This design comes from an exercise in tuning for small area on the open sky130 flow, not from production work.
Only simulation tests tie the RTL to the original design; equivalence was not proved.
No activity file was given, so power comes from the tool's default toggle rates.

[flow/design.v]
package mnist_frame_binarizer_pkg;
    localparam int IMG_W      = 28;
    localparam int IMG_H      = 28;
    localparam int CROP_OFF   = 4;
    localparam int CROP_W     = 20;
    localparam int PIX_W      = 8;
    localparam int THRESH     = 128;
    localparam int NET_INPUTS = CROP_W * CROP_W;
    localparam int COL_W = $clog2(IMG_W);
    localparam int ROW_W = $clog2(IMG_H);
    localparam int K_W   = $clog2(NET_INPUTS);
    localparam logic [COL_W-1:0] COL_LAST    = COL_W'(IMG_W - 1);
    localparam logic [ROW_W-1:0] ROW_LAST    = ROW_W'(IMG_H - 1);
    localparam logic [COL_W-1:0] COL_CROP_LO = COL_W'(CROP_OFF);
    localparam logic [COL_W-1:0] COL_CROP_HI = COL_W'(CROP_OFF + CROP_W - 1);
    localparam logic [ROW_W-1:0] ROW_CROP_LO = ROW_W'(CROP_OFF);
    localparam logic [ROW_W-1:0] ROW_CROP_HI = ROW_W'(CROP_OFF + CROP_W - 1);
    localparam logic [PIX_W-1:0] THRESH_V    = PIX_W'(THRESH);
    typedef enum logic {
        FILL = 1'b0,
        HOLD = 1'b1
    } state_t;
endpackage
module mnist_crop_counter
(
    input  logic           clk,
    input  logic           rst_n,
    input  logic           beat,
    input  logic           in_last,
    output logic           in_crop,
    output logic [mnist_frame_binarizer_pkg::K_W-1:0] k_idx,
    output logic           is_final,
    output logic           early_last
);
    logic [mnist_frame_binarizer_pkg::ROW_W-1:0] row_q;
    logic [mnist_frame_binarizer_pkg::COL_W-1:0] col_q;
    logic [mnist_frame_binarizer_pkg::ROW_W-1:0] row_rel;
    logic [mnist_frame_binarizer_pkg::COL_W-1:0] col_rel;
    always_comb begin
        in_crop    = (row_q >= mnist_frame_binarizer_pkg::ROW_CROP_LO) && (row_q <= mnist_frame_binarizer_pkg::ROW_CROP_HI) &&
                     (col_q >= mnist_frame_binarizer_pkg::COL_CROP_LO) && (col_q <= mnist_frame_binarizer_pkg::COL_CROP_HI);
        row_rel    = row_q - mnist_frame_binarizer_pkg::ROW_CROP_LO;
        col_rel    = col_q - mnist_frame_binarizer_pkg::COL_CROP_LO;
        k_idx      = mnist_frame_binarizer_pkg::K_W'(row_rel) * mnist_frame_binarizer_pkg::K_W'(mnist_frame_binarizer_pkg::CROP_W) + mnist_frame_binarizer_pkg::K_W'(col_rel);
        is_final   = (row_q == mnist_frame_binarizer_pkg::ROW_LAST) && (col_q == mnist_frame_binarizer_pkg::COL_LAST);
        early_last = in_last && !is_final;
    end
    always_ff @(posedge clk or negedge rst_n) begin
        if (!rst_n) begin
            row_q <= '0;
            col_q <= '0;
        end else if (beat) begin
            if (is_final || in_last) begin
                row_q <= '0;
                col_q <= '0;
            end else if (col_q == mnist_frame_binarizer_pkg::COL_LAST) begin
                col_q <= '0;
                row_q <= row_q + mnist_frame_binarizer_pkg::ROW_W'(1);
            end else begin
                col_q <= col_q + mnist_frame_binarizer_pkg::COL_W'(1);
            end
        end
    end
endmodule
module mnist_frame_binarizer
(
    input  logic                  clk,
    input  logic                  rst_n,
    input  logic                  in_valid,
    output logic                  in_ready,
    input  logic [mnist_frame_binarizer_pkg::PIX_W-1:0] in_pixel,
    input  logic                  in_last,
    output logic                  out_valid,
    input  logic                  out_ready,
    output logic [mnist_frame_binarizer_pkg::NET_INPUTS-1:0] out_frame,
    output logic                  frame_err
    ,
    output logic [7:0]            err_cnt
);
    mnist_frame_binarizer_pkg::state_t                state_q;
    logic [mnist_frame_binarizer_pkg::NET_INPUTS-1:0] asm_q;
    logic [mnist_frame_binarizer_pkg::NET_INPUTS-1:0] asm_next;
    logic                  beat;
    logic                  pix_bit;
    logic                  in_crop;
    logic [mnist_frame_binarizer_pkg::K_W-1:0]        k_idx;
    logic                  is_final;
    logic                  early_last;
    logic                  frame_done;
    logic                  frame_bad;
    logic                  out_free;
    logic                  out_take;
    assign in_ready = (state_q == mnist_frame_binarizer_pkg::FILL);
    mnist_crop_counter u_cnt (
        .clk        (clk),
        .rst_n      (rst_n),
        .beat       (beat),
        .in_last    (in_last),
        .in_crop    (in_crop),
        .k_idx      (k_idx),
        .is_final   (is_final),
        .early_last (early_last)
    );
    always_comb begin
        asm_next   = asm_q;
        beat       = in_valid && in_ready;
        pix_bit    = (in_pixel >= mnist_frame_binarizer_pkg::THRESH_V);
        frame_done = beat && is_final && in_last;
        frame_bad  = beat && (early_last || (is_final && !in_last));
        out_free   = !out_valid || out_ready;
        out_take   = out_valid && out_ready;
        if (in_crop) begin
            asm_next[k_idx] = pix_bit;
        end
    end
    always_ff @(posedge clk or negedge rst_n) begin
        if (!rst_n) begin
            state_q   <= mnist_frame_binarizer_pkg::FILL;
            asm_q     <= '0;
            out_frame <= '0;
            out_valid <= 1'b0;
            frame_err <= 1'b0;
        end else begin
            frame_err <= 1'b0;
            case (state_q)
                mnist_frame_binarizer_pkg::FILL: begin
                    if (out_take) begin
                        out_valid <= 1'b0;
                    end
                    if (frame_done) begin
                        if (out_free) begin
                            out_frame <= asm_next;
                            out_valid <= 1'b1;
                            asm_q     <= '0;
                        end else begin
                            asm_q   <= asm_next;
                            state_q <= mnist_frame_binarizer_pkg::HOLD;
                        end
                    end else if (frame_bad) begin
                        frame_err <= 1'b1;
                        asm_q     <= '0;
                    end else if (beat) begin
                        asm_q <= asm_next;
                    end
                end
                mnist_frame_binarizer_pkg::HOLD: begin
                    if (out_take) begin
                        out_frame <= asm_q;
                        asm_q     <= '0;
                        state_q   <= mnist_frame_binarizer_pkg::FILL;
                    end
                end
                default: state_q <= mnist_frame_binarizer_pkg::FILL;
            endcase
        end
    end
    always_ff @(posedge clk or negedge rst_n) begin
        if (!rst_n) begin
            err_cnt <= '0;
        end else if (frame_err && (err_cnt != 8'hFF)) begin
            err_cnt <= err_cnt + 8'd1;
        end
    end
endmodule
[flow/run.sh]
#!/bin/bash
# synth_recipe.tcl (not shown) runs the flow's synth.tcl, then flattens the netlist and writes it again
# the make line also repeats each setting of config.mk as NAME=value (left out here)
make -C /OpenROAD-flow-scripts/flow DESIGN_CONFIG=/design/flow/config.mk WORK_HOME=/design/flow/orfs CLKGATE_MAP_FILE= SYNTH_SCRIPT=/design/flow/synth_recipe.tcl finish
[flow/config.mk]
export PLATFORM = sky130hd
export DESIGN_NAME = mnist_frame_binarizer
export DESIGN_NICKNAME = mnist_frame_binarizer
export VERILOG_FILES = /design/flow/design.v
export SDC_FILE = /design/flow/constraint.sdc
export NUM_CORES = 4
export LEC_CHECK = 0
export CAP_MARGIN = 20
export CORE_MARGIN = 2
export CORE_UTILIZATION = 40
export SLEW_MARGIN = 20
[flow/constraint.sdc]
create_clock -name core_clock -period 6.5 [get_ports {clk}]
set_input_delay 1.3000 -clock core_clock [delete_from_list [all_inputs] [get_ports {clk}]]
set_output_delay 1.3000 -clock core_clock [all_outputs]
set_load 0.01 [all_outputs]
==> summary.md, run 1 <==
| Metric | Value |
|---|---|
| Antenna violation net count after detailed routing | `0` |
| Number of I/O pins | `424` |
| Final Cycle Share | `0.9270` |
| Initial Util | `0.4031` |
| Clock buffer depth | `3` |
| Most common cell after layout, fill and taps aside | `dfrtp_1` |
| Max-cap violations | `0` |
| DRC errors left | `0` |
| Htree depth | `3` |
| Cell taking the most area after synthesis | `dfrtp_1` |
| # resized after CTS | `0` |
| GR Util All Layers | `0.4183` |
| Pre-CTS WS | `0.7539 ns` |
| Synthesized area per cell | `9.095 µm²` |
| Register area share after synthesis | `0.4932` |
| Flops & latches, synth | `821` |
| CTS root buf | `clkbuf_16` |
| Avg WL per Cell | `35.18 µm` |
| Gpl congestion | `1.031` |
| Status | `finished clean` |
| Vias/cell | `6.889` |
| Die H | `326.7 µm` |
| Sink Count | `821` |
| Clock skew | `0.04692 ns` |
| Core region area | `103300 µm²` |
| Area grow syn2layout | `25.49%` |
| Die W | `326.7 µm` |
| Mapped Nets | `4620` |
| Post-layout util | `0.5058` |
| Vias in the first global route | `42150` |
| Total routed wirelength | `228400 µm` |
| Cell variety after synth | `99` |
| Hold Slack | `0.4867 ns` |
| Drt initial violations | `6428` |
| FP Rows | `118` |
| Maximum fanout along the worst path | `11` |
| DP Wirelength | `157600 µm` |
| Leak Pwr | `20.48 nW` |
| Total CTS buffers | `94` |
| Top FF cell, synth | `dfrtp_1` |
| # Post-CTS Setup Buffers | `0` |
| I/O Buffers | `416` |
| R2R cell count | `14` |
| WHS Path Cells | `1` |
| RSZ-0062 raised after global routing | `no` |
| Hold-fix buffers at CTS | `0` |
| Die area | `106700 µm²` |
| GRT met1 Usage | `0.5490` |
| Least-Margin Pin Slew | `1.322 ns` |
| Slew Viols, Final | `0` |
| Post-route insts no fill | `6491` |
| Hold Path Class | `register to register` |
| CP startpoint kind | `register` |
| Final net count | `5073` |
| Clk Latency, worst-skew pair | `0.72 ns` |
| Fmax | `166.0 MHz` |
| CP Capture Type | `register` |
| Global routing usage on met2 | `0.5809` |
| Layout cells sized above 1 | `0.1239` |
| Commonest cells after routing, fill and taps aside | `dfrtp_1 (820), o21ai_0 (593), nand2_1 (450), clkdlybuf4s50_1 (414), buf_4 (363)` |
| Slew HR | `0.1152` |
| Placed Area | `49030 µm²` |
| Fraction of registers with async set/reset | `1.000` |
| Worst setup margin | `0.4744 ns` |
| Setup TNS | `0 ns` |
| Post-Syn Area | `41650 µm²` |
| Critical Path RT | `7.02 ns` |
| GR peak layer | `met2` |
| Worst vdd ir | `176.0 µV` |
| Synth Warn # | `2` |
| Gr ovfl total | `0` |
| Largest net degree at the start of global routing | `165` |
| CTS tree | `done` |
| Finished Cell Area | `52270 µm²` |
| First-pass GRT wire length | `322300 µm` |
| Initial antenna violation count | `17` |
| Number of enable flip-flop cells after synthesis | `0` |
| Final Hold Fails | `0` |
| Cell total after placement | `6314` |
| Final Power | `14.46 mW` |
| Pre-Repair DR Iteration Count | `6` |
| Endpoints failing setup | `0` |
| Synth top area share | `0.4932` |
| Mapped Cells | `4580` |
| Power density cells | `276.7 nW/µm²` |
| Synth top area cells | `dfrtp_1 (49%), o21ai_0 (7.2%), o211ai_1 (5.4%)` |
| Critical path class | `register to register` |
| Crit path DAT | `6.55 ns` |
| M3 GR Usage | `0.1449` |
| Vias | `44720` |
| Clk slew on worst S/H paths | `0.06 ns` |
| Final min period | `6.026 ns` |
==> sequential cells by signal (all words and copies together), names as in the netlist <==
register / cells
out_valid: 1
u_cnt.col_q: 5
u_cnt.row_q: 5
frame_err: 1
asm_q: 400
err_cnt: 8
out_frame: 400
state_q: 1
==> cells in the mapped netlist (24+ instances only) <==
master and number:
clkbuf_1 373, nand2_1 452, o22ai_1 41, a32oi_1 29
a31oi_1 110, o21ai_0 597, or3_1 71, a22oi_1 24
buf_2 37, nand3_1 160, dfrtp_1 821, inv_1 39
o311ai_0 179, o211ai_1 299, a21oi_1 351, o311ai_1 28
o31ai_1 52, nor3_1 56, nor2_1 340, ha_1 25
o21ai_1 69, a211oi_1 59, nand4_1 52
==> final timing paths <==
kind                                             from                          to  slack [ns]
min in group asynchronous                       rst_n      err_cnt[4]$_DFFE_PN0P_        0.62
setup reg to reg           u_cnt.row_q[2]$_DFFE_PN0P_   out_frame[91]$_DFFE_PN0P_        0.47
max in group asynchronous                       rst_n  out_frame[198]$_DFFE_PN0P_        4.47
hold / removal                 asm_q[326]$_DFFE_PN0P_  out_frame[326]$_DFFE_PN0P_        0.49
setup / recovery           u_cnt.row_q[2]$_DFFE_PN0P_   out_frame[91]$_DFFE_PN0P_        0.47
hold reg to reg                asm_q[326]$_DFFE_PN0P_  out_frame[326]$_DFFE_PN0P_        0.49
==> layer usage <==
metal  vias to the layer above  wire [µm]
met1                     22320      87060
met4                        14      17810
li1                      18250          -
met3                       779      30150
met5                         -         95
met2                      3354      93250
==> cell type report <==
cell class              instances  area, µm²
diodes                          9      22.52
clock buffers                 136       2741
multi-input cells            3280      19410
well taps                    1380       1727
fillers                      9836      51080
inverters                      40      150.1
repair buffers                796       7223
flip-flops and latches        821      20550
clock inverters                29      444.2
==> report_power, final <==
group | internal (mW) | total [mW] | switching [mW]
Sequential | 5.14 | 5.18 | 0.0413
Combinational | 0.713 | 3.68 | 2.97
Clock | 3.28 | 5.60 | 2.32
Total | 9.13 | 14.5 | 5.33
==> worst max-delay path: stages (launching register included) <==
cell and delay [ns]:
dfrtp_1 0.48, inv_1 0.19, ha_1 0.32, inv_1 0.12, ha_1 0.25, ha_1 0.22
fa_1 0.86, a21bo_2 0.29, o22a_1 0.28, nand3_1 0.34, nand4_1 0.49, nor2_1 1.16
o211ai_1 0.46, a22oi_1 0.29, o21ai_0 0.11
==> cell families after synthesis <==
kind of cell,Yosys count,share of synthesized area
muxes,14,0.003905
adders and majority gates,27,0.008471
buffers and inverters,479,0.04545
AOI/OAI and AO/OA,1994,0.3088
and+or+nand+nor,1223,0.1332
xor gates and xnor gates,22,0.006968
DFF,821,0.4932
==> run 2, diff against run 1 <==
==> flow/design.v (replaced) <==
package mnist_frame_binarizer_pkg;
    localparam int IMG_W      = 28;
    localparam int IMG_H      = 28;
    localparam int CROP_OFF   = 4;
    localparam int CROP_W     = 20;
    localparam int PIX_W      = 8;
    localparam int THRESH     = 128;
    localparam int NET_INPUTS = CROP_W * CROP_W;
    localparam int COL_W = $clog2(IMG_W);
    localparam int ROW_W = $clog2(IMG_H);
    localparam int K_W   = $clog2(NET_INPUTS);
    localparam logic [COL_W-1:0] COL_LAST    = COL_W'(IMG_W - 1);
    localparam logic [ROW_W-1:0] ROW_LAST    = ROW_W'(IMG_H - 1);
    localparam logic [COL_W-1:0] COL_CROP_LO = COL_W'(CROP_OFF);
    localparam logic [COL_W-1:0] COL_CROP_HI = COL_W'(CROP_OFF + CROP_W - 1);
    localparam logic [ROW_W-1:0] ROW_CROP_LO = ROW_W'(CROP_OFF);
    localparam logic [ROW_W-1:0] ROW_CROP_HI = ROW_W'(CROP_OFF + CROP_W - 1);
    localparam logic [PIX_W-1:0] THRESH_V    = PIX_W'(THRESH);
    typedef enum logic {
        FILL = 1'b0,
        HOLD = 1'b1
    } state_t;
endpackage
module mnist_crop_counter
(
    input  logic           clk,
    input  logic           rst_n,
    input  logic           beat,
    input  logic           in_last,
    output logic           in_crop,
    output logic           is_final
);
    logic [mnist_frame_binarizer_pkg::ROW_W-1:0] row_q;
    logic [mnist_frame_binarizer_pkg::COL_W-1:0] col_q;
    always_comb begin
        in_crop  = (row_q >= mnist_frame_binarizer_pkg::ROW_CROP_LO) && (row_q <= mnist_frame_binarizer_pkg::ROW_CROP_HI) &&
                   (col_q >= mnist_frame_binarizer_pkg::COL_CROP_LO) && (col_q <= mnist_frame_binarizer_pkg::COL_CROP_HI);
        is_final = (row_q == mnist_frame_binarizer_pkg::ROW_LAST) && (col_q == mnist_frame_binarizer_pkg::COL_LAST);
    end
    always_ff @(posedge clk or negedge rst_n) begin
        if (!rst_n) begin
            row_q <= '0;
            col_q <= '0;
        end else if (beat) begin
            if (is_final || in_last) begin
                row_q <= '0;
                col_q <= '0;
            end else if (col_q == mnist_frame_binarizer_pkg::COL_LAST) begin
                col_q <= '0;
                row_q <= row_q + mnist_frame_binarizer_pkg::ROW_W'(1);
            end else begin
                col_q <= col_q + mnist_frame_binarizer_pkg::COL_W'(1);
            end
        end
    end
endmodule
module mnist_frame_binarizer
(
    input  logic                  clk,
    input  logic                  rst_n,
    input  logic                  in_valid,
    output logic                  in_ready,
    input  logic [mnist_frame_binarizer_pkg::PIX_W-1:0] in_pixel,
    input  logic                  in_last,
    output logic                  out_valid,
    input  logic                  out_ready,
    output logic [mnist_frame_binarizer_pkg::NET_INPUTS-1:0] out_frame,
    output logic                  frame_err
    ,
    output logic [7:0]            err_cnt
);
    logic                  hold_q;
    logic [mnist_frame_binarizer_pkg::NET_INPUTS-1:0] asm_q;
    logic                  beat;
    logic                  pix_bit;
    logic                  in_crop;
    logic                  is_final;
    logic                  frame_done;
    logic                  out_free;
    logic                  out_take;
    logic                  load;
    assign in_ready = !hold_q;
    mnist_crop_counter u_cnt (
        .clk      (clk),
        .rst_n    (rst_n),
        .beat     (beat),
        .in_last  (in_last),
        .in_crop  (in_crop),
        .is_final (is_final)
    );
    always_comb begin
        beat       = in_valid && !hold_q;
        pix_bit    = (in_pixel >= mnist_frame_binarizer_pkg::THRESH_V);
        frame_done = beat && is_final && in_last;
        out_free   = !out_valid || out_ready;
        out_take   = out_valid && out_ready;
        load       = (frame_done && out_free) || (hold_q && out_take);
    end
    always_ff @(posedge clk) begin
        if (beat && in_crop) begin
            asm_q <= {pix_bit, asm_q[mnist_frame_binarizer_pkg::NET_INPUTS-1:1]};
        end
        if (load) begin
            out_frame <= asm_q;
        end
    end
    always_ff @(posedge clk or negedge rst_n) begin
        if (!rst_n) begin
            hold_q    <= 1'b0;
            out_valid <= 1'b0;
            frame_err <= 1'b0;
        end else begin
            hold_q    <= hold_q ? !out_ready : (frame_done && !out_free);
            out_valid <= load || (out_valid && !out_ready);
            frame_err <= beat && (in_last != is_final);
        end
    end
    always_ff @(posedge clk or negedge rst_n) begin
        if (!rst_n) begin
            err_cnt <= '0;
        end else if (frame_err && (err_cnt != 8'hFF)) begin
            err_cnt <= err_cnt + 8'd1;
        end
    end
endmodule
--- a/flow/config.mk
+++ b/flow/config.mk
@@ -7,5 +7,7 @@
 export LEC_CHECK = 0
 export CAP_MARGIN = 20
 export CORE_MARGIN = 2
-export CORE_UTILIZATION = 40
+export CORE_UTILIZATION = 60
+export CTS_BUF_LIST = sky130_fd_sc_hd__clkbuf_4 sky130_fd_sc_hd__clkbuf_8
+export CTS_CLUSTER_SIZE = 30
 export SLEW_MARGIN = 20
==> run 2 against run 1 <==
Cell count fell by 68%. Hold slack got worse by 0.056 ns. Critical path depth fell by 9. Area after synthesis fell by 39%. Worst setup slack improved by 2.7 ns. Global-route usage fell by 20 points. Design area fell by 37%. Via count fell by 76%. Clock skew fell by 0.024 ns. Power fell by 31%. Critical endpoint is now out_frame[323]$_DFFE_PP_.
==> summary.md, run 2 <==
| Metric | Value |
|---|---|
| Status | `finished clean (unchanged)` |
| Pre-CTS WS | `2.450 ns (was 0.7539 ns)` |
| Number of enable flip-flop cells after synthesis | `800 (was 0)` |
| Die area | `43750 µm² (was 106700 µm²)` |
| Final min period | `3.312 ns (was 6.026 ns)` |
| Worst path slowest cell | `clkdlybuf4s50_1 (was nor2_1)` |
| Most common library cells after synthesis | `edfxtp_1 (800), dfrtp_1 (21), inv_1 (12) (was dfrtp_1 (821), o21ai_0 (597), nand2_1 (452))` |
| CP startpoint kind | `input port (was register)` |
| Placed Area | `30250 µm² (was 49030 µm²)` |
| Post-route insts no fill | `2100 (was 6491)` |
| Cell variety after synth | `41 (was 99)` |
| Critical Path RT | `6.87 ns (was 7.02 ns)` |
| Power density cells | `306.6 nW/µm² (was 276.7 nW/µm²)` |
| Avg WL per Cell | `22.27 µm (was 35.18 µm)` |
| Vias in the first global route | `10930 (was 42150)` |
| Post-Syn Area | `25250 µm² (was 41650 µm²)` |
| Cell total after placement | `1886 (was 6314)` |
| Final net count | `1498 (was 5073)` |
| Slew Viols, Final | `0 (unchanged)` |
| Hold Path Class | `register to register (unchanged)` |
| Vias | `10840 (was 44720)` |
| Flops & latches, synth | `821 (unchanged)` |
| Mapped Nets | `946 (was 4620)` |
| Initial antenna violation count | `0 (was 17)` |
| Number of I/O pins | `424 (unchanged)` |
| Synthesized area per cell | `27.24 µm² (was 9.095 µm²)` |
| Mapped Cells | `927 (was 4580)` |
| Final Hold Fails | `0 (unchanged)` |
| Vias/cell | `5.164 (was 6.889)` |
| Hold-fix buffers at CTS | `0 (unchanged)` |
| Total routed wirelength | `46770 µm (was 228400 µm)` |
| DP Wirelength | `29250 µm (was 157600 µm)` |
| Internal | `8.103 mW (was 9.133 mW)` |
| Crit path DAT | `3.68 ns (was 6.55 ns)` |
| GR Util All Layers | `0.2191 (was 0.4183)` |
| Post-layout util | `0.7827 (was 0.5058)` |
| Pre-Repair DR Iteration Count | `5 (was 6)` |
| FP Rows | `75 (was 118)` |
| Leak Pwr | `10.73 nW (was 20.48 nW)` |
| Initial Util | `0.6047 (was 0.4031)` |
| Die H | `209.2 µm (was 326.7 µm)` |
| CTS tree | `done (unchanged)` |
| Antenna violation net count after detailed routing | `0 (unchanged)` |
| Layout cells sized above 1 | `0.1397 (was 0.1239)` |
| Core region area | `41760 µm² (was 103300 µm²)` |
| Fmax | `302.0 MHz (was 166.0 MHz)` |
| Maximum fanout along the worst path | `100 (was 11)` |
| Final Power | `10.02 mW (was 14.46 mW)` |
| Sequential cell area | `24550 µm² (was 20550 µm²)` |
| Clk slew on worst S/H paths | `0.06 ns (about the same)` |
| Gpl congestion | `0.7661 (was 1.031)` |
| Sink Count | `821 (unchanged)` |
| Gr ovfl total | `0 (unchanged)` |
| Clock share of power | `0.412 (was 0.387)` |
| Psw | `1.919 mW (was 5.328 mW)` |
| Endpoints failing setup | `0 (unchanged)` |
| Synth top area cells | `edfxtp_1 (95%), dfrtp_1 (2.1%), ha_1 (0.30%) (was dfrtp_1 (49%), o21ai_0 (7.2%), o211ai_1 (5.4%))` |
| Cell taking the most area after synthesis | `edfxtp_1 (was dfrtp_1)` |
| Least-Margin Pin Slew | `1.040 ns (was 1.322 ns)` |
| Clock skew | `0.02287 ns (was 0.04692 ns)` |
| Drt initial violations | `991 (was 6428)` |
| Most frequent cell after synthesis | `edfxtp_1 (was dfrtp_1)` |
| Final Cycle Share | `0.5095 (was 0.9270)` |
| DRC errors left | `0 (unchanged)` |
| Most common cell after layout, fill and taps aside | `edfxtp_1 (was dfrtp_1)` |
| Setup TNS | `0 ns (unchanged)` |
| Largest stage delay, worst path | `0.61 ns (was 1.16 ns)` |
| Slew HR | `0.3068 (was 0.1152)` |
| Worst setup margin | `3.188 ns (was 0.4744 ns)` |
| Htree depth | `4 (was 3)` |
| Die W | `209.2 µm (was 326.7 µm)` |
| Hold Slack | `0.4309 ns (was 0.4867 ns)` |
| Area grow syn2layout | `29.44% (was 25.49%)` |
| Multi-input gate area | `678.2 µm² (was 19410 µm²)` |
| Critical path class | `input port to register (was register to register)` |
| Gate power share | `0.011 (was 0.254)` |
| Commonest cells after routing, fill and taps aside | `edfxtp_1 (800), clkdlybuf4s50_1 (416), clkbuf_8 (137), clkbuf_4 (51), dfrtp_1 (21) (was dfrtp_1 (820), o21ai_0 (593), nand2_1 (450), clkdlybuf4s50_1 (414), buf_4 (363))` |
| # resized after CTS | `0 (unchanged)` |
| Synth top area share | `0.9513 (was 0.4932)` |
| Top flop regs | `asm_q (400), out_frame (400), err_cnt (8) (unchanged)` |
| WP buf/inv | `2 (unchanged)` |
| Crit path cell chain | `clkdlybuf4s50_1 > nand2b_4 > or4_4 > a21oi_4 > buf_12 (was inv_1 > ha_1 > inv_1 > ha_1 > ha_1 > fa_1 > a21bo_2 > o22a_1 > nand3_1 > nand4_1 > nor2_1 > o211ai_1 > a22oi_1 > o21ai_0)` |
| Synth Warn # | `2 (unchanged)` |
| Largest net degree at the start of global routing | `177 (was 165)` |
| Clock buffer depth | `3 (unchanged)` |
| CP delay by family, top | `buffers and inverters (was simple AND/OR/NAND/NOR gates)` |
| # Post-CTS Setup Buffers | `0 (unchanged)` |
| Finished Cell Area | `32690 µm² (was 52270 µm²)` |
| CP Capture Type | `register (unchanged)` |
| First-pass GRT wire length | `68170 µm (was 322300 µm)` |
| Fraction of registers with async set/reset | `0.02558 (was 1.000)` |
| Register area share after synthesis | `0.9721 (was 0.4932)` |
| Clk Latency, worst-skew pair | `0.75 ns (was 0.72 ns)` |
| Fill cells | `2163 (was 9836)` |
| I/O Buffers | `416 (unchanged)` |
| CTS root buf | `clkbuf_8 (was clkbuf_16)` |
| Antenna cells | `0 (was 9)` |
| RSZ-0062 raised after global routing | `no (unchanged)` |
| Seq pwr share | `0.577 (was 0.358)` |
| Worst vdd ir | `216.4 µV (was 176.0 µV)` |
| Max-cap violations | `0 (unchanged)` |
| Switching Fraction | `0.1915 (was 0.3684)` |
| Total CTS buffers | `130 (was 94)` |
| Top FF cell, synth | `edfxtp_1 (was dfrtp_1)` |
run 2: changes by cell type after synthesis, moves of 346 or more:
cell,delta
a21oi_1,-346
edfxtp_1,+800
dfrtp_1,-800
nand2_1,-445
o21ai_0,-587
clkbuf_1,-371
run 2: layout make-up:
class	count	area share
clock buffer	188	0.06940
clock inverter	26	0.005283
multi-input combinational	90	0.02075
sequential	821	0.7510
inverter	12	0.001378
tap	539	0.02063
timing repair buffer	424	0.1315
run 2: worst paths after layout:
kind | to | start | depth (start not counted) | slack, ns
worst min-delay path | out_frame[0]$_DFFE_PP_ | asm_q[0]$_DFFE_PP_ | 0 | 0.43
worst max-delay path | out_frame[323]$_DFFE_PP_ | in_valid | 5 | 3.19
worst max register to register | out_frame[323]$_DFFE_PP_ | u_cnt.col_q[0]$_DFFE_PN0P_ | 5 | 3.41
min in group asynchronous | u_cnt.row_q[4]$_DFFE_PN0P_ | rst_n | 1 | 1.11
max in group asynchronous | u_cnt.col_q[3]$_DFFE_PN0P_ | rst_n | 1 | 4.79
worst min register to register | out_frame[0]$_DFFE_PP_ | asm_q[0]$_DFFE_PP_ | 0 | 0.43
run 2: cells by family (layout without fill, tap and decap cells):
kind of cell | count (synthesis) | count (layout) | synth area share
flops | 821 | 821 | 0.9721
mux | 4 | 4 | 0.001685
fa+ha+maj | 6 | 6 | 0.002973
buf+inv | 16 | 650 | 0.002477
xor+xnor | 4 | 4 | 0.001387
compound gates | 28 | 28 | 0.006838
simple gates | 48 | 48 | 0.01254
run 2: routing by layer:
metal  global-route usage  vias up  part of all wire
met1               0.2776     5471              0.39
li1                     -     4869                 -
met4              0.07931        0             0.022
met3               0.1244       78              0.12
met5                    0        -                 0
met2               0.3197      426              0.47
run 2: power groups by stage:
stage               Clock (mW)  Sequential (mW)  Combinational [mW]
finish                    4.13             5.78               0.109
global route              4.46             5.78               0.120
CTS                       4.24             5.78               0.111
detailed placement           0             5.89               0.109
global placement             0             5.89               0.106
floorplan                    0             5.89              0.0495
==> run 3, diff against run 2 <==
--- a/flow/config.mk
+++ b/flow/config.mk
@@ -7,7 +7,5 @@
 export LEC_CHECK = 0
 export CAP_MARGIN = 20
 export CORE_MARGIN = 2
-export CORE_UTILIZATION = 60
-export CTS_BUF_LIST = sky130_fd_sc_hd__clkbuf_4 sky130_fd_sc_hd__clkbuf_8
-export CTS_CLUSTER_SIZE = 30
+export CORE_UTILIZATION = 40
 export SLEW_MARGIN = 20
==> run 3 against run 2 <==
Combinational power barely moved. Critical path depth increased by 1. Hold slack worse by 0.011 ns. Routed wire length down 2.4%. Clock skew is essentially flat. Sequential power about the same. Power grew 6.0%. Largest cell class unchanged. Worst setup slack worse by 0.19 ns. Synthesized cell count stayed put. Still clean. Cell count grew 12%. Area after synthesis is the same. Sequential share of layout area down 1.7 points.
==> summary.md, run 3 <==
| Metric | Value |
|---|---|
| # Post-CTS Setup Buffers | `0 (unchanged)` |
| Vias/cell | `4.499 (was 5.164)` |
| Antenna cells | `0 (unchanged)` |
| Area grow syn2layout | `32.34% (was 29.44%)` |
| Clock skew | `0.02269 ns (was 0.02287 ns)` |
| Clk slew on worst S/H paths | `0.06 ns (about the same)` |
| Final min period | `3.506 ns (was 3.312 ns)` |
| Vias | `10570 (was 10840)` |
| CP startpoint kind | `input port (unchanged)` |
| DP Wirelength | `28620 µm (was 29250 µm)` |
| Cell taking the most area after synthesis | `edfxtp_1 (unchanged)` |
| Most common library cells after synthesis | `edfxtp_1 (800), dfrtp_1 (21), inv_1 (12) (unchanged)` |
| Die H | `255.3 µm (was 209.2 µm)` |
| CTS root buf | `clkbuf_16 (was clkbuf_8)` |
| Final Cycle Share | `0.5393 (was 0.5095)` |
| Worst setup margin | `2.994 ns (was 3.188 ns)` |
| Layout cells sized above 1 | `0.09847 (was 0.1397)` |
| Post-Route M1 WL | `18190 µm (was 18260 µm)` |
| Initial antenna violation count | `1 (was 0)` |
| Commonest cells after routing, fill and taps aside | `edfxtp_1 (800), clkdlybuf4s50_1 (415), clkbuf_16 (83), dfrtp_1 (21), clkinv_1 (18) (was edfxtp_1 (800), clkdlybuf4s50_1 (416), clkbuf_8 (137), clkbuf_4 (51), dfrtp_1 (21))` |
| Initial Util | `0.4025 (was 0.6047)` |
| Clock buffer depth | `3 (unchanged)` |
| Synthesized area per cell | `27.24 µm² (unchanged)` |
| Leak Pwr | `10.81 nW (was 10.73 nW)` |
| Sink Count | `821 (unchanged)` |
| Die area | `65160 µm² (was 43750 µm²)` |
| Synth Warn # | `2 (unchanged)` |
| Die W | `255.3 µm (was 209.2 µm)` |
| Fmax | `285.3 MHz (was 302.0 MHz)` |
| Endpoints failing setup | `0 (unchanged)` |
| Mapped Nets | `946 (unchanged)` |
| Status | `finished clean (unchanged)` |
| Most frequent cell after synthesis | `edfxtp_1 (unchanged)` |
| Number of enable flip-flop cells after synthesis | `800 (unchanged)` |
| Max-cap violations | `0 (unchanged)` |
| Final net count | `1454 (was 1498)` |
| Htree depth | `3 (was 4)` |
| Vias in the first global route | `10530 (was 10930)` |
| Number of I/O pins | `424 (unchanged)` |
| # resized after CTS | `0 (unchanged)` |
| Clk Latency, worst-skew pair | `0.62 ns (was 0.75 ns)` |
| Metal3 WL | `5521 µm (was 5709 µm)` |
| Setup TNS | `0 ns (unchanged)` |
| Synth top area cells | `edfxtp_1 (95%), dfrtp_1 (2.1%), ha_1 (0.30%) (unchanged)` |
| Top flop regs | `asm_q (400), out_frame (400), err_cnt (8) (unchanged)` |
| Final Power | `10.62 mW (was 10.02 mW)` |
| DRC errors left | `0 (unchanged)` |
| Slew HR | `0.3412 (was 0.3068)` |
| Drt initial violations | `777 (was 991)` |
| Synth top area share | `0.9513 (unchanged)` |
| Critical path class | `input port to register (unchanged)` |
| Most common cell after layout, fill and taps aside | `edfxtp_1 (unchanged)` |
| Fraction of registers with async set/reset | `0.02558 (unchanged)` |
| Top FF cell, synth | `edfxtp_1 (unchanged)` |
| Worst vdd ir | `215.4 µV (was 216.4 µV)` |
| Top Layer Used | `met4 (unchanged)` |
| Gr ovfl total | `0 (unchanged)` |
| Hold Path Class | `register to register (unchanged)` |
| Post-Syn Area | `25250 µm² (unchanged)` |
| GR Util All Layers | `0.1348 (was 0.2191)` |
| First-pass GRT wire length | `65610 µm (was 68170 µm)` |
| FP Rows | `92 (was 75)` |
| Total routed wirelength | `45660 µm (was 46770 µm)` |
| Fill cells | `4796 (was 2163)` |
| Antenna violation net count after detailed routing | `0 (unchanged)` |
| Largest net degree at the start of global routing | `149 (was 177)` |
| Gpl congestion | `0.7954 (was 0.7661)` |
| Pre-CTS WS | `2.353 ns (was 2.450 ns)` |
| Critical Path RT | `6.75 ns (was 6.87 ns)` |
| WL met2 | `21050 µm (was 21770 µm)` |
| Crit path DAT | `3.75 ns (was 3.68 ns)` |
| Pre-Repair DR Iteration Count | `4 (was 5)` |
| RSZ-0062 raised after global routing | `no (unchanged)` |
| Mapped Cells | `927 (unchanged)` |
| Total CTS buffers | `82 (was 130)` |
| Register area share after synthesis | `0.9721 (unchanged)` |
| Power density cells | `317.8 nW/µm² (was 306.6 nW/µm²)` |
| Maximum fanout along the worst path | `127 (was 100)` |
| Final Hold Fails | `0 (unchanged)` |
| Hold-fix buffers at CTS | `0 (unchanged)` |
| Core region area | `62740 µm² (was 41760 µm²)` |
| Least-Margin Pin Slew | `0.9882 ns (was 1.040 ns)` |
| CP Capture Type | `register (unchanged)` |
| Avg WL per Cell | `19.44 µm (was 22.27 µm)` |
| Cell variety after synth | `41 (unchanged)` |
| Slew Viols, Final | `0 (unchanged)` |
| Flops & latches, synth | `821 (unchanged)` |
| CTS tree | `done (unchanged)` |
| I/O Buffers | `416 (unchanged)` |
==> run 3: cell counts after synthesis <==
No cell type changed its count.
==> run 3: logic make-up after synthesis <==
logic type,Yosys count,share of synthesized area
AO/OA/AOI/OAI,28,0.006838
XOR/XNOR,4,0.001387
adder cells (fa/ha/maj),6,0.002973
buffers and inverters,16,0.002477
flip-flops,821,0.9721
multiplexers,4,0.001685
AND/OR/NAND/NOR,48,0.01254
==> run 3: path summary, 6_finish.rpt <==
check                                           startpoint                         end  slack (ns)  cells after the start
worst max-delay path                              in_valid    out_frame[118]$_DFFE_PP_        2.99                      6
worst min-delay path                    asm_q[0]$_DFFE_PP_      out_frame[0]$_DFFE_PP_        0.42                      0
worst max register to register  u_cnt.col_q[0]$_DFFE_PN0P_    out_frame[118]$_DFFE_PP_        3.31                      6
worst min register to register          asm_q[0]$_DFFE_PP_      out_frame[0]$_DFFE_PP_        0.42                      0
max in group asynchronous                            rst_n  u_cnt.col_q[3]$_DFFE_PN0P_        5.48                      1
min in group asynchronous                            rst_n      err_cnt[7]$_DFFE_PN0P_        0.66                      1
==> run 3: per-layer routing <==
metal | GRT usage | vias up
met1 | 0.1688 | 5324
met2 | 0.2016 | 394
met5 | 0 | -
met3 | 0.06885 | 62
li1 | - | 4788
met4 | 0.04845 | 0
==> run 3: per-stage QoR <==
step	area, µm²	hold WS (ns)	instances	utilization
2_1_floorplan	25300	0.4003	927	-
3_3_place_gp	30670	0.4066	2197	0.4889
3_5_place_dp	30670	0.4084	2197	0.4889
4_1_cts	33430	0.4227	2349	0.5328
5_1_grt	33420	0.4364	2349	0.5327
6_report	33420	0.4203	2349	0.5327
==> run 3: power breakdown <==
| group | switching [mW] | internal (mW) | total (mW) |
|---|---|---|---|
| sequential | 0.0375 | 5.74 | 5.78 |
| clock | 1.96 | 2.77 | 4.73 |
| combinational | 0.0491 | 0.0601 | 0.109 |
==> run 3: layout make-up <==
class                   instances  area [µm²]  area share
clock inverters                56       588.1     0.01760
inverters                      12       45.04    0.001348
well taps                     846        1059     0.03167
repair buffers                428        4337      0.1298
multi-input cells              90       678.2     0.02029
flip-flops and latches        821       24550      0.7345
clock buffers                  96        2166     0.06480
==> run 3: critical path: stages <==
cell	delay [ns]
clkdlybuf4s50_1	0.60
nand2b_4	0.13
or4_4	0.46
a21oi_4	0.26
buf_4	0.32
buf_12	0.54
==> run 4, diff against run 3 <==
==> flow/flow/run.sh (new file) <==
#!/bin/bash
# Standard layout, but with the smallest buffer on every input and output port.
set -euo pipefail
export BUFFER_PORTS_ARGS="-buffer_cell sky130_fd_sc_hd__buf_1"
bash standard.sh > standard.log 2>&1
==> flow/standard.sh (new file) <==
#!/bin/bash
# synth_recipe.tcl (not shown) runs the flow's synth.tcl, then flattens the netlist and writes it again
# the make line also repeats each setting of config.mk as NAME=value (left out here)
make -C /OpenROAD-flow-scripts/flow DESIGN_CONFIG=/design/flow/config.mk WORK_HOME=/design/flow/orfs CLKGATE_MAP_FILE= SYNTH_SCRIPT=/design/flow/synth_recipe.tcl "${@:-finish}"
--- a/flow/config.mk
+++ b/flow/config.mk
@@ -7,5 +7,7 @@
 export LEC_CHECK = 0
 export CAP_MARGIN = 20
 export CORE_MARGIN = 2
-export CORE_UTILIZATION = 40
+export CORE_UTILIZATION = 60
+export CTS_BUF_LIST = sky130_fd_sc_hd__clkbuf_4 sky130_fd_sc_hd__clkbuf_8
+export CTS_CLUSTER_SIZE = 30
 export SLEW_MARGIN = 20
removed: flow/run.sh
==> run 4 against run 3 <==
Still clean on timing, DRC and antenna. Power shrank 8.0%. Routed wire length shrank 0.24%. Worst setup slack improved by 0.26 ns. Critical path depth is the same. Clock-buffer cell count rose by 60. Clock power fell by 17%. Utilization increased by 18 points. Critical path type unchanged. Largest cell class unchanged. Highest routed layer unchanged.
==> summary.md, run 4 <==
| Metric | Value |
|---|---|
| Vias in the first global route | `10830 (was 10530)` |
| Antenna cells | `0 (unchanged)` |
| Register area share after synthesis | `0.9721 (unchanged)` |
| Total routed wirelength | `45550 µm (was 45660 µm)` |
| Layout cells sized above 1 | `0.1238 (was 0.09847)` |
| Least-Margin Pin Slew | `1.178 ns (was 0.9882 ns)` |
| Vias | `10760 (was 10570)` |
| Fmax | `308.5 MHz (was 285.3 MHz)` |
| CTS tree | `done (unchanged)` |
| FP Rows | `75 (was 92)` |
| Largest net degree at the start of global routing | `194 (was 149)` |
| Sink Count | `821 (unchanged)` |
| Synth Warn # | `2 (unchanged)` |
| Pre-Repair DR Iteration Count | `5 (was 4)` |
| Commonest cells after routing, fill and taps aside | `edfxtp_1 (800), buf_1 (416), clkbuf_8 (124), clkinv_1 (44), clkbuf_4 (32) (was edfxtp_1 (800), clkdlybuf4s50_1 (415), clkbuf_16 (83), dfrtp_1 (21), clkinv_1 (18))` |
| Synth top area share | `0.9513 (unchanged)` |
| Clk Latency, worst-skew pair | `0.68 ns (was 0.62 ns)` |
| # Post-CTS Setup Buffers | `0 (unchanged)` |
| Number of I/O pins | `424 (unchanged)` |
| Mapped Cells | `927 (unchanged)` |
| Crit path DAT | `3.59 ns (was 3.75 ns)` |
| Synth top area cells | `edfxtp_1 (95%), dfrtp_1 (2.1%), ha_1 (0.30%) (unchanged)` |
| Worst flop-to-flop path endpoint | `out_frame[158]$_DFFE_PP_ (was out_frame[118]$_DFFE_PP_)` |
| Worst hold path startpoint | `asm_q[94]$_DFFE_PP_ (was asm_q[0]$_DFFE_PP_)` |
| Top flop regs | `asm_q (400), out_frame (400), err_cnt (8) (unchanged)` |
| CP startpoint kind | `input port (unchanged)` |
| CTS root buf | `clkbuf_8 (was clkbuf_16)` |
| Finished Cell Area | `29910 µm² (was 33420 µm²)` |
| Hold EP | `asm_q[93]$_DFFE_PP_ (was out_frame[0]$_DFFE_PP_)` |
| Initial Util | `0.6047 (was 0.4025)` |
| Worst r2r src | `u_cnt.col_q[0]$_DFFE_PN0P_ (unchanged)` |
| Critical Path RT | `6.85 ns (was 6.75 ns)` |
| Most common cell after layout, fill and taps aside | `edfxtp_1 (unchanged)` |
| Placed Area | `27610 µm² (was 30670 µm²)` |
| Final net count | `1488 (was 1454)` |
| Clk slew on worst S/H paths | `0.06 ns (about the same)` |
| Antenna violation net count after detailed routing | `0 (unchanged)` |
| Flops & latches, synth | `821 (unchanged)` |
| Maximum fanout along the worst path | `193 (was 127)` |
| RSZ-0062 raised after global routing | `no (unchanged)` |
| Slew HR | `0.2145 (was 0.3412)` |
| Final Hold Fails | `0 (unchanged)` |
| Clock buffer depth | `3 (unchanged)` |
| GR Util All Layers | `0.2074 (was 0.1348)` |
| Die W | `209.2 µm (was 255.3 µm)` |
| Cell taking the most area after synthesis | `edfxtp_1 (unchanged)` |
| Final min period | `3.242 ns (was 3.506 ns)` |
| Critical path class | `input port to register (unchanged)` |
| # resized after CTS | `0 (unchanged)` |
| Synthesized area per cell | `27.24 µm² (unchanged)` |
| Gpl congestion | `0.7844 (was 0.7954)` |
| Cell variety after synth | `41 (unchanged)` |
| Leak Pwr | `9.498 nW (was 10.81 nW)` |
| Mapped Nets | `946 (unchanged)` |
| R2R cell count | `5 (was 6)` |
| Core region area | `41760 µm² (was 62740 µm²)` |
| Avg WL per Cell | `21.63 µm (was 19.44 µm)` |
| Gr ovfl total | `0 (unchanged)` |
| Flop2flop setup slack | `3.29 ns (was 3.31 ns)` |
| CP Capture Type | `register (unchanged)` |
| Most frequent cell after synthesis | `edfxtp_1 (unchanged)` |
| Status | `finished clean (unchanged)` |
| Hold Path Class | `register to register (unchanged)` |
| DP Wirelength | `27930 µm (was 28620 µm)` |
| Die H | `209.2 µm (was 255.3 µm)` |
| Final Cycle Share | `0.4987 (was 0.5393)` |
| Htree depth | `3 (unchanged)` |
| Endpoints failing setup | `0 (unchanged)` |
| First-pass GRT wire length | `66040 µm (was 65610 µm)` |
| Area grow syn2layout | `18.46% (was 32.34%)` |
| Drt initial violations | `1024 (was 777)` |
| Vias/cell | `5.110 (was 4.499)` |
| DRC errors left | `0 (unchanged)` |
| CP startpoint | `in_valid (unchanged)` |
| Most common library cells after synthesis | `edfxtp_1 (800), dfrtp_1 (21), inv_1 (12) (unchanged)` |
| Power density cells | `326.8 nW/µm² (was 317.8 nW/µm²)` |
| Total CTS buffers | `121 (was 82)` |
| Setup TNS | `0 ns (unchanged)` |
| Max-cap violations | `0 (unchanged)` |
| I/O Buffers | `416 (unchanged)` |
| Initial antenna violation count | `0 (was 1)` |
| WHS Path Cells | `0 (unchanged)` |
| Hold-fix buffers at CTS | `0 (unchanged)` |
| Top FF cell, synth | `edfxtp_1 (unchanged)` |
| Slew Viols, Final | `0 (unchanged)` |
| Clock skew | `0.01635 ns (was 0.02269 ns)` |
| Worst vdd ir | `194.2 µV (was 215.4 µV)` |
| Number of enable flip-flop cells after synthesis | `800 (unchanged)` |
| Die area | `43750 µm² (was 65160 µm²)` |
| Post-Syn Area | `25250 µm² (unchanged)` |
| Fill cells | `2608 (was 4796)` |
| Fraction of registers with async set/reset | `0.02558 (unchanged)` |
-- run 4: changes by cell type in the layout (fill, tap and decap cells not counted), sizes merged --
cell           change
buf              +410
bufinv             -6
clkbuf            +60
clkdlybuf4s50    -415
clkinv            +19
clkinvlp           +1
inv                -5
-- run 4: how the worst max path moves through the flow --
stage | endpoint | slack (ns) | depth (start not counted)
3_3_place_gp | asm_q[111]$_DFFE_PP_ | 2.52 | 6
5_1_grt | asm_q[49]$_DFFE_PP_ | 3.06 | 6
4_1_cts | asm_q[49]$_DFFE_PP_ | 3.22 | 6
3_5_place_dp | asm_q[112]$_DFFE_PP_ | 2.46 | 6
2_1_floorplan | asm_q[0]$_DFFE_PP_ | -8.24 | 4
6_report | asm_q[124]$_DFFE_PP_ | 3.26 | 6
-- run 4: final cells by class --
class                           instances  area (µm²)  area share
Sequential cell                       821       24550      0.8206
Multi-Input combinational cell         90       678.2     0.02267
Inverter                               12       45.04    0.001506
Tap cell                              539       674.4     0.02254
Clock buffer                          156        1947     0.06508
Timing Repair Buffer                  423        1664     0.05563
Clock inverter                         65       356.6     0.01192
-- run 4: cells by family after synthesis --
kind of cell | Yosys count | synth area share
flip-flops | 821 | 0.9721
multiplexers | 4 | 0.001685
buffers and inverters | 16 | 0.002477
AO/OA/AOI/OAI | 28 | 0.006838
XOR/XNOR | 4 | 0.001387
AND/OR/NAND/NOR | 48 | 0.01254
adder cells (fa/ha/maj) | 6 | 0.002973
-- run 4: critical path, stage by stage --
cell      delay [ns]
buf_1           0.22
nand2b_4        0.13
a221oi_2        0.19
nor4b_4         0.51
buf_12          0.74
buf_4           0.42
-- run 4: per-layer routing --
layer / vias to the layer above / wire length (µm) / global-route usage / share of wire
met5: - / 0 / 0 / 0
met4: 0 / 1159 / 0.08177 / 0.025
met3: 74 / 4897 / 0.09333 / 0.11
met2: 389 / 21140 / 0.3071 / 0.46
met1: 5424 / 18350 / 0.2738 / 0.40
li1: 4874 / - / - / -
-- run 4: report_power, final --
part	internal [mW]	switching, mW	leakage (nW)
clock network	2.07	1.84	1.21
registers	5.74	0.0314	7.47
logic	0.0371	0.0486	0.822
-- run 4: metrics by stage --
stage / hold slack (ns) / power [mW] / instances / utilization / worst slack, ns
finish: 0.4380 / 9.774 / 2106 / 0.7163 / 3.258
CTS: 0.4364 / 9.892 / 2106 / 0.7163 / 3.218
detailed placement: 0.4130 / 5.973 / 1885 / 0.6612 / 2.462
global route: 0.4483 / 10.13 / 2106 / 0.7163 / 3.065
floorplan: 0.4003 / 5.938 / 927 / - / -8.239
global placement: 0.4189 / 5.968 / 1885 / 0.6612 / 2.519
==> run 5, diff against run 4 <==
==> flow/config.mk (replaced) <==
export PLATFORM = sky130hd
export DESIGN_NAME = mnist_frame_binarizer
export DESIGN_NICKNAME = mnist_frame_binarizer
export VERILOG_FILES = /design/flow/design.v
export SDC_FILE = /design/flow/constraint.sdc
export NUM_CORES = 4
export LEC_CHECK = 0
export CAP_MARGIN = 0
export CORE_MARGIN = 2
export CORE_UTILIZATION = 75
export CTS_BUF_LIST = sky130_fd_sc_hd__clkbuf_16
export CTS_CLUSTER_DIAMETER = 200
export CTS_CLUSTER_SIZE = 30
export SLEW_MARGIN = 0
==> run 5 against run 4 <==
Clock power decreased by 41%. Still clean on timing, DRC and antenna. Via count increased by 0.13%. Global-route usage increased by 7.7 points. Utilization increased by 13 points. Area after synthesis unchanged. Sequential power about the same. Critical path depth unchanged. Synthesized cell count unchanged. Design area decreased by 5.2%. Register-to-register slack got worse by 0.29 ns. Sequential cell count unchanged. First-iteration DRC count increased by 20%.
==> summary.md, run 5 <==
| Metric | Value |
|---|---|
| Most common cell after layout, fill and taps aside | `edfxtp_1 (unchanged)` |
| # resized after CTS | `0 (unchanged)` |
| CP most frequent cell | `buf_4` |
| Synth top area cells | `edfxtp_1 (95%), dfrtp_1 (2.1%), ha_1 (0.30%) (unchanged)` |
| I/O Buffers | `416 (unchanged)` |
| Antenna cells | `0 (unchanged)` |
| DP Wirelength | `28400 µm (was 27930 µm)` |
| Post-layout util | `0.8499 (was 0.7163)` |
| Number of enable flip-flop cells after synthesis | `800 (unchanged)` |
| Synth Warn # | `2 (unchanged)` |
| Most frequent cell after synthesis | `edfxtp_1 (unchanged)` |
| Post-Syn Area | `25250 µm² (unchanged)` |
| Synth top area share | `0.9513 (unchanged)` |
| Die area | `35150 µm² (was 43750 µm²)` |
| Die H | `187.5 µm (was 209.2 µm)` |
| Status | `finished clean (unchanged)` |
| Top flop regs | `asm_q (400), out_frame (400), err_cnt (8) (unchanged)` |
| Largest net degree at the start of global routing | `154 (was 194)` |
| Pre-Repair DR Iteration Count | `5 (unchanged)` |
| Register area share after synthesis | `0.9721 (unchanged)` |
| Max-cap violations | `0 (unchanged)` |
| Initial Util | `0.7569 (was 0.6047)` |
| Least-Margin Pin Slew | `0.9270 ns (was 1.178 ns)` |
| Gr ovfl total | `0 (unchanged)` |
| Vias | `10780 (was 10760)` |
| Mapped Cells | `927 (unchanged)` |
| Vias/cell | `5.859 (was 5.110)` |
| Final net count | `1399 (was 1488)` |
| Hold EP | `asm_q[386]$_DFFE_PP_ (was asm_q[93]$_DFFE_PP_)` |
| CP Capture Type | `register (unchanged)` |
| Crit path cell chain | `buf_1 > nand2b_4 > a221oi_2 > nor4b_4 > buf_4 > buf_4 (was buf_1 > nand2b_4 > a221oi_2 > nor4b_4 > buf_12 > buf_4)` |
| Flop2flop setup slack | `3.00 ns (was 3.29 ns)` |
| Total CTS buffers | `31 (was 121)` |
| Number of I/O pins | `424 (unchanged)` |
| Top FF cell, synth | `edfxtp_1 (unchanged)` |
| Worst vdd ir | `327.3 µV (was 194.2 µV)` |
| Total routed wirelength | `49200 µm (was 45550 µm)` |
| Final Power | `8.182 mW (was 9.774 mW)` |
| Clock buffer depth | `3 (unchanged)` |
| Setup TNS | `0 ns (unchanged)` |
| Cell variety after synth | `41 (unchanged)` |
| Worst flop-to-flop path endpoint | `out_frame[264]$_DFFE_PP_ (was out_frame[158]$_DFFE_PP_)` |
| R2R cell count | `5 (unchanged)` |
| Slew Viols, Final | `0 (unchanged)` |
| # Post-CTS Setup Buffers | `0 (unchanged)` |
| Cell total after placement | `1795 (was 1885)` |
| Maximum fanout along the worst path | `53 (was 193)` |
| Power density cells | `288.5 nW/µm² (was 326.8 nW/µm²)` |
| Fraction of registers with async set/reset | `0.02558 (unchanged)` |
| Critical path class | `input port to register (unchanged)` |
| Die W | `187.5 µm (was 209.2 µm)` |
| Leak Pwr | `8.752 nW (was 9.498 nW)` |
| Vias in the first global route | `10660 (was 10830)` |
| Core region area | `33360 µm² (was 41760 µm²)` |
| Clock skew | `0.02522 ns (was 0.01635 ns)` |
| Synthesized area per cell | `27.24 µm² (unchanged)` |
| CTS tree | `done (unchanged)` |
| FP Rows | `67 (was 75)` |
| Mapped Nets | `946 (unchanged)` |
| GR Util All Layers | `0.2847 (was 0.2074)` |
| Worst hold path startpoint | `asm_q[387]$_DFFE_PP_ (was asm_q[94]$_DFFE_PP_)` |
| Worst path slowest cell | `buf_4 (was buf_12)` |
| Placed Area | `27520 µm² (was 27610 µm²)` |
| Drt initial violations | `1232 (was 1024)` |
| Area grow syn2layout | `12.29% (was 18.46%)` |
| Fmax | `278.2 MHz (was 308.5 MHz)` |
| Final min period | `3.594 ns (was 3.242 ns)` |
| Worst setup margin | `2.906 ns (was 3.258 ns)` |
| Cell taking the most area after synthesis | `edfxtp_1 (unchanged)` |
| RSZ-0062 raised after global routing | `no (unchanged)` |
| Hold-fix buffers at CTS | `0 (unchanged)` |
| Clk Latency, worst-skew pair | `0.61 ns (was 0.68 ns)` |
| Worst r2r src | `u_cnt.col_q[0]$_DFFE_PN0P_ (unchanged)` |
| Layout cells sized above 1 | `0.03595 (was 0.1238)` |
| Critical Path RT | `6.75 ns (was 6.85 ns)` |
| Antenna violation net count after detailed routing | `0 (unchanged)` |
| Sink Count | `821 (unchanged)` |
| Post-route insts no fill | `1839 (was 2106)` |
| WHS Path Cells | `0 (unchanged)` |
| CP delay by family, top | `buffers and inverters (unchanged)` |
| CTS root buf | `clkbuf_16 (was clkbuf_8)` |
| Commonest cells after routing, fill and taps aside | `edfxtp_1 (800), buf_1 (416), clkbuf_16 (31), inv_1 (24), dfrtp_1 (21) (was edfxtp_1 (800), buf_1 (416), clkbuf_8 (124), clkinv_1 (44), clkbuf_4 (32))` |
| Hold Path Class | `register to register (unchanged)` |
| Hold Slack | `0.4471 ns (was 0.4380 ns)` |
| First-pass GRT wire length | `72070 µm (was 66040 µm)` |
| Slew HR | `0.3820 (was 0.2145)` |
| Clk slew on worst S/H paths | `0.11 ns (was 0.06 ns)` |
| Initial antenna violation count | `0 (unchanged)` |
| Gpl congestion | `0.7852 (was 0.7844)` |
| Final Hold Fails | `0 (unchanged)` |
| Avg WL per Cell | `26.75 µm (was 21.63 µm)` |
| Finished Cell Area | `28360 µm² (was 29910 µm²)` |
| DRC errors left | `0 (unchanged)` |
| Flops & latches, synth | `821 (unchanged)` |
| Pre-CTS WS | `2.478 ns (was 2.462 ns)` |
| Endpoints failing setup | `0 (unchanged)` |
| Crit path DAT | `3.84 ns (was 3.59 ns)` |
| Largest stage delay, worst path | `0.68 ns (was 0.74 ns)` |
| Final Cycle Share | `0.5530 (was 0.4987)` |
| CP startpoint kind | `input port (unchanged)` |
| Most common library cells after synthesis | `edfxtp_1 (800), dfrtp_1 (21), inv_1 (12) (unchanged)` |
| WP buf/inv | `3 (unchanged)` |
| Htree depth | `1 (was 3)` |
run 5: cell counts after synthesis:
Identical to the previous run, type by type.
run 5: layout make-up:
class / count / area (µm²)
flip-flops and latches: 821 / 24550
fillers: 1293 / 5007
repair buffers: 424 / 1684
clock buffers: 31 / 775.7
multi-input cells: 90 / 678.2
well taps: 448 / 560.5
clock inverters: 13 / 65.06
inverters: 12 / 45.04
run 5: report_power, final:
| group | leakage, nW | switching (mW) | internal [mW] |
|---|---|---|---|
| clock | 0.456 | 1.44 | 0.877 |
| combinational | 0.830 | 0.0573 | 0.0375 |
| sequential | 7.47 | 0.0372 | 5.73 |
run 5: how the worst max path moves through the flow:
stage	startpoint	end	cells past startpoint
after floorplan	in_valid	asm_q[0]$_DFFE_PP_	4
after global placement	in_valid	out_frame[302]$_DFFE_PP_	5
after CTS	in_valid	asm_q[175]$_DFFE_PP_	6
after detailed placement	in_valid	asm_q[177]$_DFFE_PP_	6
final	in_valid	asm_q[175]$_DFFE_PP_	6
after global routing	in_valid	asm_q[164]$_DFFE_PP_	6
run 5: cells by family after synthesis:
family / Yosys count / synth area share
multiplexers: 4 / 0.001685
adder cells (fa/ha/maj): 6 / 0.002973
AND/OR/NAND/NOR: 48 / 0.01254
buffers and inverters: 16 / 0.002477
AO/OA/AOI/OAI: 28 / 0.006838
XOR/XNOR: 4 / 0.001387
flip-flops: 821 / 0.9721
run 5: worst reg2reg max path, stage by stage, from the launching register on:
cell and delay [ns]:
dfrtp_1 0.43, ha_1 0.38, nand4b_4 0.23, or4_4 0.60, a21oi_4 0.67, buf_12 0.55
run 5: metal layers:
layer,routed length (µm),track usage,up-vias,part of all wire
met5,0,0,-,0
met4,1579,0.08359,0,0.032
met3,5065,0.07954,74,0.10
met2,25210,0.4823,583,0.51
met1,17340,0.3723,5507,0.35
li1,-,-,4611,-
==> run 6, diff against run 5 <==
--- a/flow/config.mk
+++ b/flow/config.mk
@@ -7,7 +7,7 @@
 export LEC_CHECK = 0
 export CAP_MARGIN = 0
 export CORE_MARGIN = 2
-export CORE_UTILIZATION = 75
+export CORE_UTILIZATION = 60
 export CTS_BUF_LIST = sky130_fd_sc_hd__clkbuf_16
 export CTS_CLUSTER_DIAMETER = 200
 export CTS_CLUSTER_SIZE = 30
==> run 6 against run 5 <==
Synthesized cell count did not move. Via count fell by 5.9%. Cell count rose by 4.9%. Routed wire length down 12%. Sequential share of layout area fell by 0.29 points. Design area grew 0.33%. Critical endpoint is now asm_q[49]$_DFFE_PP_. Largest cell class unchanged.
==> summary.md, run 6 <==
| Metric | Value |
|---|---|
| WP buf/inv | `3 (unchanged)` |
| Synthesized area per cell | `27.24 µm² (unchanged)` |
| Final min period | `3.292 ns (was 3.594 ns)` |
| DP Wirelength | `27930 µm (was 28400 µm)` |
| Layout cells sized above 1 | `0.03525 (was 0.03595)` |
| CP startpoint kind | `input port (unchanged)` |
| Final net count | `1398 (was 1399)` |
| Vias | `10130 (was 10780)` |
| M3 GR Usage | `0.07920 (was 0.07954)` |
| Number of I/O pins | `424 (unchanged)` |
| Leak Pwr | `8.744 nW (was 8.752 nW)` |
| GR Util All Layers | `0.1946 (was 0.2847)` |
| Number of enable flip-flop cells after synthesis | `800 (unchanged)` |
| Hold Slack | `0.4426 ns (was 0.4471 ns)` |
| Flop2flop setup slack | `3.26 ns (was 3.00 ns)` |
| Commonest cells after routing, fill and taps aside | `edfxtp_1 (800), buf_1 (416), clkbuf_16 (31), inv_1 (24), dfrtp_1 (21) (unchanged)` |
| Post-Syn Area | `25250 µm² (unchanged)` |
| Clock buffer depth | `3 (unchanged)` |
| Mapped Nets | `946 (unchanged)` |
| Pre-CTS WS | `2.462 ns (was 2.478 ns)` |
| Status | `finished clean (unchanged)` |
| Vias in the first global route | `9916 (was 10660)` |
| CP delay by family, top | `buffers and inverters (unchanged)` |
| Register area share after synthesis | `0.9721 (unchanged)` |
| Gpl congestion | `0.7844 (was 0.7852)` |
| CTS tree | `done (unchanged)` |
| Cell variety after synth | `41 (unchanged)` |
| Slew HR | `0.2032 (was 0.3820)` |
| Worst hold path startpoint | `asm_q[49]$_DFFE_PP_ (was asm_q[387]$_DFFE_PP_)` |
| Initial antenna violation count | `0 (unchanged)` |
| CP startpoint | `in_valid (unchanged)` |
| Final Power | `8.142 mW (was 8.182 mW)` |
| RSZ-0062 raised after global routing | `no (unchanged)` |
| Maximum fanout along the worst path | `193 (was 53)` |
| Die H | `209.2 µm (was 187.5 µm)` |
| Worst r2r src | `u_cnt.col_q[0]$_DFFE_PN0P_ (unchanged)` |
| Power density cells | `286.2 nW/µm² (was 288.5 nW/µm²)` |
| Clock skew | `0.02330 ns (was 0.02522 ns)` |
| Slew Viols, Final | `0 (unchanged)` |
| FP Rows | `75 (was 67)` |
| Fill cells | `2674 (was 1293)` |
| Clk slew on worst S/H paths | `0.10 ns (was 0.11 ns)` |
| Synth top area share | `0.9513 (unchanged)` |
| Crit path cell chain | `buf_1 > nand2b_4 > a221oi_2 > nor4b_4 > buf_12 > buf_4 (was buf_1 > nand2b_4 > a221oi_2 > nor4b_4 > buf_4 > buf_4)` |
| Htree depth | `1 (unchanged)` |
| Drt initial violations | `998 (was 1232)` |
| Top FF cell, synth | `edfxtp_1 (unchanged)` |
| Clk Latency, worst-skew pair | `0.62 ns (was 0.61 ns)` |
| Worst vdd ir | `227.2 µV (was 327.3 µV)` |
| Fmax | `303.8 MHz (was 278.2 MHz)` |
| Setup TNS | `0 ns (unchanged)` |
| GR peak layer | `met2 (unchanged)` |
| Crit path DAT | `3.59 ns (was 3.84 ns)` |
| Final Cycle Share | `0.5064 (was 0.5530)` |
| Synth Warn # | `2 (unchanged)` |
| Gr ovfl total | `0 (unchanged)` |
| Initial Util | `0.6047 (was 0.7569)` |
| I/O Buffers | `416 (unchanged)` |
| GRT met1 Usage | `0.2634 (was 0.3723)` |
| Mapped Cells | `927 (unchanged)` |
| Total routed wirelength | `43440 µm (was 49200 µm)` |
| Antenna violation net count after detailed routing | `0 (unchanged)` |
| Sequential cell area | `24550 µm² (unchanged)` |
| Die W | `209.2 µm (was 187.5 µm)` |
| Final Hold Fails | `0 (unchanged)` |
| Avg WL per Cell | `22.52 µm (was 26.75 µm)` |
| Area grow syn2layout | `12.66% (was 12.29%)` |
| Multi-input gate area | `678.2 µm² (unchanged)` |
| Critical path class | `input port to register (unchanged)` |
| Hold Path Class | `register to register (unchanged)` |
| Least-Margin Pin Slew | `1.195 ns (was 0.9270 ns)` |
| Worst setup margin | `3.208 ns (was 2.906 ns)` |
| CP Capture Type | `register (unchanged)` |
| # resized after CTS | `0 (unchanged)` |
| Worst path slowest cell | `buf_12 (was buf_4)` |
| Top flop regs | `asm_q (400), out_frame (400), err_cnt (8) (unchanged)` |
| Vias/cell | `5.253 (was 5.859)` |
| Most common cell after layout, fill and taps aside | `edfxtp_1 (unchanged)` |
| Flops & latches, synth | `821 (unchanged)` |
| Global routing usage on met2 | `0.3007 (was 0.4823)` |
| Sink Count | `821 (unchanged)` |
| Synth top area cells | `edfxtp_1 (95%), dfrtp_1 (2.1%), ha_1 (0.30%) (unchanged)` |
| Max-cap violations | `0 (unchanged)` |
| # Post-CTS Setup Buffers | `0 (unchanged)` |
| Cell taking the most area after synthesis | `edfxtp_1 (unchanged)` |
| First-pass GRT wire length | `62560 µm (was 72070 µm)` |
| Largest stage delay, worst path | `0.75 ns (was 0.68 ns)` |
| Die area | `43750 µm² (was 35150 µm²)` |
| Critical Path RT | `6.79 ns (was 6.75 ns)` |
| Core region area | `41760 µm² (was 33360 µm²)` |
| Total CTS buffers | `31 (unchanged)` |
| Pre-Repair DR Iteration Count | `4 (was 5)` |
| DRC errors left | `0 (unchanged)` |
| Antenna cells | `0 (unchanged)` |
| Most frequent cell after synthesis | `edfxtp_1 (unchanged)` |
| CTS root buf | `clkbuf_16 (unchanged)` |
| Largest net degree at the start of global routing | `194 (was 154)` |
| Hold-fix buffers at CTS | `0 (unchanged)` |
| Fraction of registers with async set/reset | `0.02558 (unchanged)` |
| Endpoints failing setup | `0 (unchanged)` |
| Most common library cells after synthesis | `edfxtp_1 (800), dfrtp_1 (21), inv_1 (12) (unchanged)` |
run 6: cell counts after synthesis:
Identical to the previous run, type by type.
run 6: kinds of logic after synthesis:
kind of cell	count (synthesis)	synth area share
muxes	4	0.001685
adders and majority gates	6	0.002973
and+or+nand+nor	48	0.01254
xor gates and xnor gates	4	0.001387
AOI/OAI and AO/OA	28	0.006838
DFF	821	0.9721
buffers and inverters	16	0.002477
run 6: layout make-up:
class / instances / area share
Sequential cell: 821 / 0.8628
Tap cell: 539 / 0.02370
Multi-Input combinational cell: 90 / 0.02384
Clock inverter: 13 / 0.002287
Timing Repair Buffer: 423 / 0.05849
Inverter: 12 / 0.001583
Clock buffer: 31 / 0.02727
run 6: worst paths after layout:
kind,to,cells after the start
setup reg to reg,out_frame[9]$_DFFE_PP_,5
hold / removal,out_frame[49]$_DFFE_PP_,0
max in group asynchronous,u_cnt.col_q[1]$_DFFE_PN0P_,2
hold reg to reg,out_frame[49]$_DFFE_PP_,0
min in group asynchronous,err_cnt[7]$_DFFE_PN0P_,2
setup / recovery,asm_q[49]$_DFFE_PP_,6
run 6: stage by stage:
step,util,cell area (µm²),cells
global placement,0.6612,27610,1885
detailed placement,0.6612,27610,1885
finish,0.6813,28450,1929
floorplan,-,25300,927
global route,0.6813,28450,1929
CTS,0.6813,28450,1929
run 6: report_power, final:
| part | total [mW] | switching (mW) | internal [mW] | leakage (nW) |
|---|---|---|---|---|
| clock network | 2.29 | 1.42 | 0.875 | 0.456 |
| logic | 0.0854 | 0.0484 | 0.0370 | 0.822 |
| registers | 5.77 | 0.0312 | 5.73 | 7.47 |
run 6: metal layers:
| metal | vias to the layer above | share of wire |
|---|---|---|
| met5 | - | 0 |
| met1 | 5196 | 0.40 |
| li1 | 4612 | - |
| met3 | 51 | 0.11 |
| met4 | 0 | 0.022 |
| met2 | 275 | 0.47 |

==> what the ideal ports hide <==
In the flow no input, the clock included, has a driving cell. The finished layouts below were timed again as built, in two steps. Step 1 (the two cells are an assumption about what drives the block):
set clk [get_ports {clk}]
set_driving_cell -lib_cell sky130_fd_sc_hd__clkbuf_16 $clk
set_driving_cell -lib_cell sky130_fd_sc_hd__buf_2 [delete_from_list [all_inputs] $clk]
Step 2 adds t to the input delays and takes it off the output delays; t is the mean of the earliest and latest rising clock arrival at the registers after step 1. Input paths then give back, and output paths get back, about the clock's delay inside the block. Slacks: no drivers / after step 1 / after step 2; pairs: no drivers / after step 1.
| run | t (ns) | slack for setup (ns) | worst setup path at the end | latest minus earliest clock arrival (ns) | worst slew at a driven data input, ns |
|---|---|---|---|---|---|
| run 1 | 0.766 | 0.474 / 0.474 / 0.474 | register to register | 0.053 / 0.053 | 0.05 |
| run 2 | 0.786 | 3.188 / 3.214 / 2.428 | input to register | 0.026 / 0.025 | 0.05 |
| run 3 | 0.659 | 2.994 / 3.014 / 2.355 | input to register | 0.025 / 0.025 | 0.04 |
| run 4 | 0.722 | 3.258 / 3.285 / 2.564 | input to register | 0.019 / 0.019 | 0.03 |
| run 5 | 0.648 | 2.906 / 2.920 / 2.272 | input to register | 0.026 / 0.026 | 0.05 |
| run 6 | 0.661 | 3.208 / 3.239 / 2.578 | input to register | 0.023 / 0.023 | 0.03 |
After both steps setup and hold are still met in every run listed. For run 2, which loses most, drivers alone change the setup slack by +0.026 ns; drivers and shift together by -0.760 ns.
